Background: an optimization exercise with open tools, aiming at small area. Do not read the settings as production practice.
In this exercise RTL edits were held to simulation tests only and were not proved equivalent to the original.
Power figures rest on the tool's default switching activity, not on a simulated workload.

run A:
Design apb3_slave_regbank, start of the top module:
module apb3_slave_regbank (
    input  logic        clk,
    input  logic        rst,
    input  logic [7:0]  paddr,
    input  logic        pwrite,
    input  logic        psel,
    input  logic        penable,
    input  logic [31:0] pwdata,
    output logic [31:0] prdata,
    output logic        pready,
    output logic        pslverr
);
    localparam int N = 48;
    logic        act_q;               
    logic        err_q, wv_q;         
    logic [31:0] wd_q;
    logic [3:0]  t16_q;
    logic [1:0]  t3_q;
    logic [15:0] o16_q;
    logic [2:0]  o3w_q, o3r_q;
    logic        pend_q;              
    logic        clr1_q;              
    logic [31:0] ring [N];
    logic        err_in, act_d, complete, odd, commit, clr;
    logic [3:0]  p16_in;
    logic [1:0]  p3_in;
    logic [15:0] dec16;
    logic [2:0]  dec3;
    logic [N-1:0]   rsel;
    logic [N/2-1:0] wsel;
    assign err_in   = (paddr[1:0] != 2'b00) || (paddr[7:6] == 2'b11);
    assign act_d    = ~rst & psel & ~penable;
    assign complete = act_q & psel & penable;
    assign odd      = |{o16_q[15], o16_q[13], o16_q[11], o16_q[9],
  ...
Size: about 3,700 cells after synthesis, ~79 I/O pins, ~0.046 mm2 of cells after synthesis.
Settings: LEC_CHECK=0, CAP_MARGIN=20, CORE_MARGIN=2, CORE_UTILIZATION=45, CTS_BUF_LIST=sky130_fd_sc_hd__clkbuf_8 sky130_fd_sc_hd__clkbuf_16, CTS_CLUSTER_DIAMETER=80, CTS_CLUSTER_SIZE=25, SETUP_SLACK_MARGIN=0.2, SLEW_MARGIN=20, SYNTH_HIERARCHICAL=1, SYNTH_MINIMUM_KEEP_SIZE=0; clock period 5.0 ns.
run.sh (not shown) runs the stock make flow with config.mk's settings and CLKGATE_MAP_FILE= SYNTH_SCRIPT=/design/flow/synth_recipe.tcl, a recipe that flattens the netlist after the stock synthesis.
Run A | status: complete | timing, DRC, antenna: pass
For run B, these inputs were changed with respect to run A:
==> flow/flow/run.sh (new file) <==
#!/bin/bash
# The standard layout, with plain buffers (instead of the default delay-cell
# choice) on the input and output ports.
set -euo pipefail
export BUFFER_PORTS_ARGS="-buffer_cell sky130_fd_sc_hd__buf_2"
bash standard.sh > standard.log 2>&1
==> flow/standard.sh (new file) <==
#!/bin/bash
# synth_recipe.tcl (not shown) runs the flow's synth.tcl, then flattens the netlist and writes it again
# the make line also repeats each setting of config.mk as NAME=value (left out here)
make -C /OpenROAD-flow-scripts/flow DESIGN_CONFIG=/design/flow/config.mk WORK_HOME=/design/flow/orfs CLKGATE_MAP_FILE= SYNTH_SCRIPT=/design/flow/synth_recipe.tcl "${@:-finish}"
removed: flow/run.sh
Findings:
Comparing run B and run A, count of clock-buffer cells in the layout is lower on run B. Per the comparison of run B with run A, total power stayed essentially flat, stage delay of the slowest cell on the critical path fell by 0.02 ns, worst slew margin relative to its limit fell by 6.8 points. [diff] first-pass GRT wire length, run B relative to run A: regression.
Edits applied to the flow inputs when going from run B to run C:
-- flow/config.mk --
<<< run B, line 8
export CAP_MARGIN = 20
>>> run C, line 8
export CAP_MARGIN = 10
<<< run B, line 12
export CTS_CLUSTER_DIAMETER = 80
export CTS_CLUSTER_SIZE = 25
export SETUP_SLACK_MARGIN = 0.2
export SLEW_MARGIN = 20
>>> run C, line 12
export CTS_CLUSTER_DIAMETER = 50
export CTS_CLUSTER_SIZE = 30
export SETUP_SLACK_MARGIN = 0.1
export SLEW_MARGIN = 10
Findings:
- From run B to run C the numbers moved as follows: post-route fraction of the period consumed by the critical path now larger, top fanout value on the critical path fell 6, final critical-path required period picked up an extra 0.040 ns, sequential portion of the cell area saw a decrease.
- Capturing instance or port of the critical path = prdata[10]: run B; capturing instance or port of the critical path = prdata[28]: run C
- Relative to run B, global-route usage has increased by 0.63 points in run C.
- Multi-input combinational area share for run C: 1.2 points down relative to run B
- Higher worst-case setup margin in the final layout was reported by run B, not run C.

---

== build 92 ==
Starting RTL as in the previous note.
Settings: LEC_CHECK=0, CAP_MARGIN=20, CORE_MARGIN=2, CORE_UTILIZATION=45, CTS_BUF_LIST=sky130_fd_sc_hd__clkbuf_8 sky130_fd_sc_hd__clkbuf_16, CTS_CLUSTER_DIAMETER=100, CTS_CLUSTER_SIZE=28, SETUP_SLACK_MARGIN=0.1, SLEW_MARGIN=20, SYNTH_HIERARCHICAL=1, SYNTH_MINIMUM_KEEP_SIZE=0; clock period 5.0 ns.
standard.sh (not shown) runs the stock make flow with config.mk's settings and CLKGATE_MAP_FILE= SYNTH_SCRIPT=/design/flow/synth_recipe.tcl, a recipe that flattens the netlist after the stock synthesis.
==> flow/flow/run.sh <==
#!/bin/bash
# The standard layout, with plain buffers (instead of the default delay-cell
# choice) on the input and output ports.
set -euo pipefail
export BUFFER_PORTS_ARGS="-buffer_cell sky130_fd_sc_hd__buf_1"
bash standard.sh > standard.log 2>&1
The flow did not stop early for build 92: all stages ran, and the layout cleared the timing, DRC and antenna checks.
--- input diff build 92..build 5 ---
Settings: CTS_CLUSTER_DIAMETER: 100 -> 80; SETUP_SLACK_MARGIN: 0.1 -> 0.2; CTS_CLUSTER_SIZE: 28 -> 25; PLACE_DENSITY: unset -> 0.7; CORE_UTILIZATION: 45 -> 60.
==> flow/run.sh (new file) <==
#!/bin/bash
# synth_recipe.tcl (not shown) runs the flow's synth.tcl, then flattens the netlist and writes it again
# the make line also repeats each setting of config.mk as NAME=value (left out here)
make -C /OpenROAD-flow-scripts/flow DESIGN_CONFIG=/design/flow/config.mk WORK_HOME=/design/flow/orfs CLKGATE_MAP_FILE= SYNTH_SCRIPT=/design/flow/synth_recipe.tcl finish
removed: flow/flow/run.sh
removed: flow/standard.sh
- Build 92 -> build 5: wire length on met1 decreased by more than 10%
- Build 5 vs build 92: final worst slack up
- Switching power of the nets: build 5 vs build 92 — no meaningful difference
- Higher layout clock buffer count among build 92 and build 5: build 5
- Compared with build 92, build 5 shows a higher fraction of the core area covered by cells at the end of the flow.
- Build 5 and build 92 ended up with roughly the same number of post-CTS setup repair buffers.
- In the tables for build 92 and build 5, area taken by multi-input logic gates reads higher with build 5.
- The beginning of the critical path comes out o3r_q[0]$_SDFF_PN0_ in one run and o3r_q[2]$_SDFF_PN0_ in the other, namely in build 5 and build 92 respectively.
- Between build 92 and build 5, the difference in number of routed nets with antenna violations is negligible.
- Non-clock buffer total of the final layout of build 5 exceeds that of build 92 by a little under 10%.
- Build 5 has number of antenna violations at the first check in global routing below what build 92 had.
What build 89 does differently from build 5 at the input level:
Settings: a deleted PLACE_DENSITY that had been 0.7; a change of CTS_CLUSTER_DIAMETER from 80 to 100; a change of SETUP_SLACK_MARGIN from 0.2 to 0.05; a change of CTS_CLUSTER_SIZE from 25 to 30; a change of CORE_UTILIZATION from 60 to 45.
==> flow/flow/run.sh (new file) <==
#!/bin/bash
# The standard layout, with plain buffers (instead of the default delay-cell
# choice) on the input and output ports.
set -euo pipefail
export BUFFER_PORTS_ARGS="-buffer_cell sky130_fd_sc_hd__buf_1"
bash standard.sh > standard.log 2>&1
==> flow/standard.sh (new file) <==
#!/bin/bash
# synth_recipe.tcl (not shown) runs the flow's synth.tcl, then flattens the netlist and writes it again
# the make line also repeats each setting of config.mk as NAME=value (left out here)
make -C /OpenROAD-flow-scripts/flow DESIGN_CONFIG=/design/flow/config.mk WORK_HOME=/design/flow/orfs CLKGATE_MAP_FILE= SYNTH_SCRIPT=/design/flow/synth_recipe.tcl "${@:-finish}"
removed: flow/run.sh
==> comparison <==
In build 89 relative to build 5, fmax had gone down by a few percent.
Looking at fraction of area in registers, build 89 sits 1.2 points higher than build 5 does.
Of build 5 and build 89, the higher non-clock buffer instance count of the final layout belongs to build 5.
Comparing the two runs side by side, build 89 comes out behind build 5 on final setup skew.
[compare] base=build 5 new=build 89: global-route usage fell 12 points; total design power fell 3.1%; share of total power consumed by net switching rose 0.41 points; multi-input logic portion of the cell area rose 0.35 points; total of clock buffers placed in the layout fell 22%.

## re-timing with driven ports
Ports are ideal in the flow. The routed layouts listed here were re-timed in OpenROAD.
Step 1 (the two cells are an assumption about what drives the block):
set clk [get_ports {clk}]
set_driving_cell -lib_cell sky130_fd_sc_hd__clkbuf_16 $clk
set_driving_cell -lib_cell sky130_fd_sc_hd__buf_2 [delete_from_list [all_inputs] $clk]
Step 2 also shifts input and output timing later by t, the mid clock arrival at the registers, as if the neighbouring blocks saw the same clock.
Three values: ideal ports, drivers, drivers and shift; two values: the first two.
run	t, ns	setup slack, ns	latest minus earliest clock arrival (ns)	worst register clock-pin slew, ns	worst slew at a driven data input, ns
run A	0.760	0.177 / 0.103 / 0.847	0.046 / 0.047	0.10 / 0.10	0.05
run B	0.774	0.183 / 0.107 / 0.881	0.051 / 0.051	0.11 / 0.11	0.04
run C	0.827	0.143 / 0.076 / 0.903	0.054 / 0.054	0.09 / 0.09	0.04
build 92	0.736	0.126 / 0.051 / 0.788	0.039 / 0.039	0.12 / 0.12	0.07
build 5	0.729	0.251 / 0.179 / 0.713	0.027 / 0.028	0.10 / 0.10	0.04
build 89	0.799	0.065 / -0.013 / 0.786	0.051 / 0.052	0.12 / 0.12	0.07
After both steps every run listed still meets setup and hold.
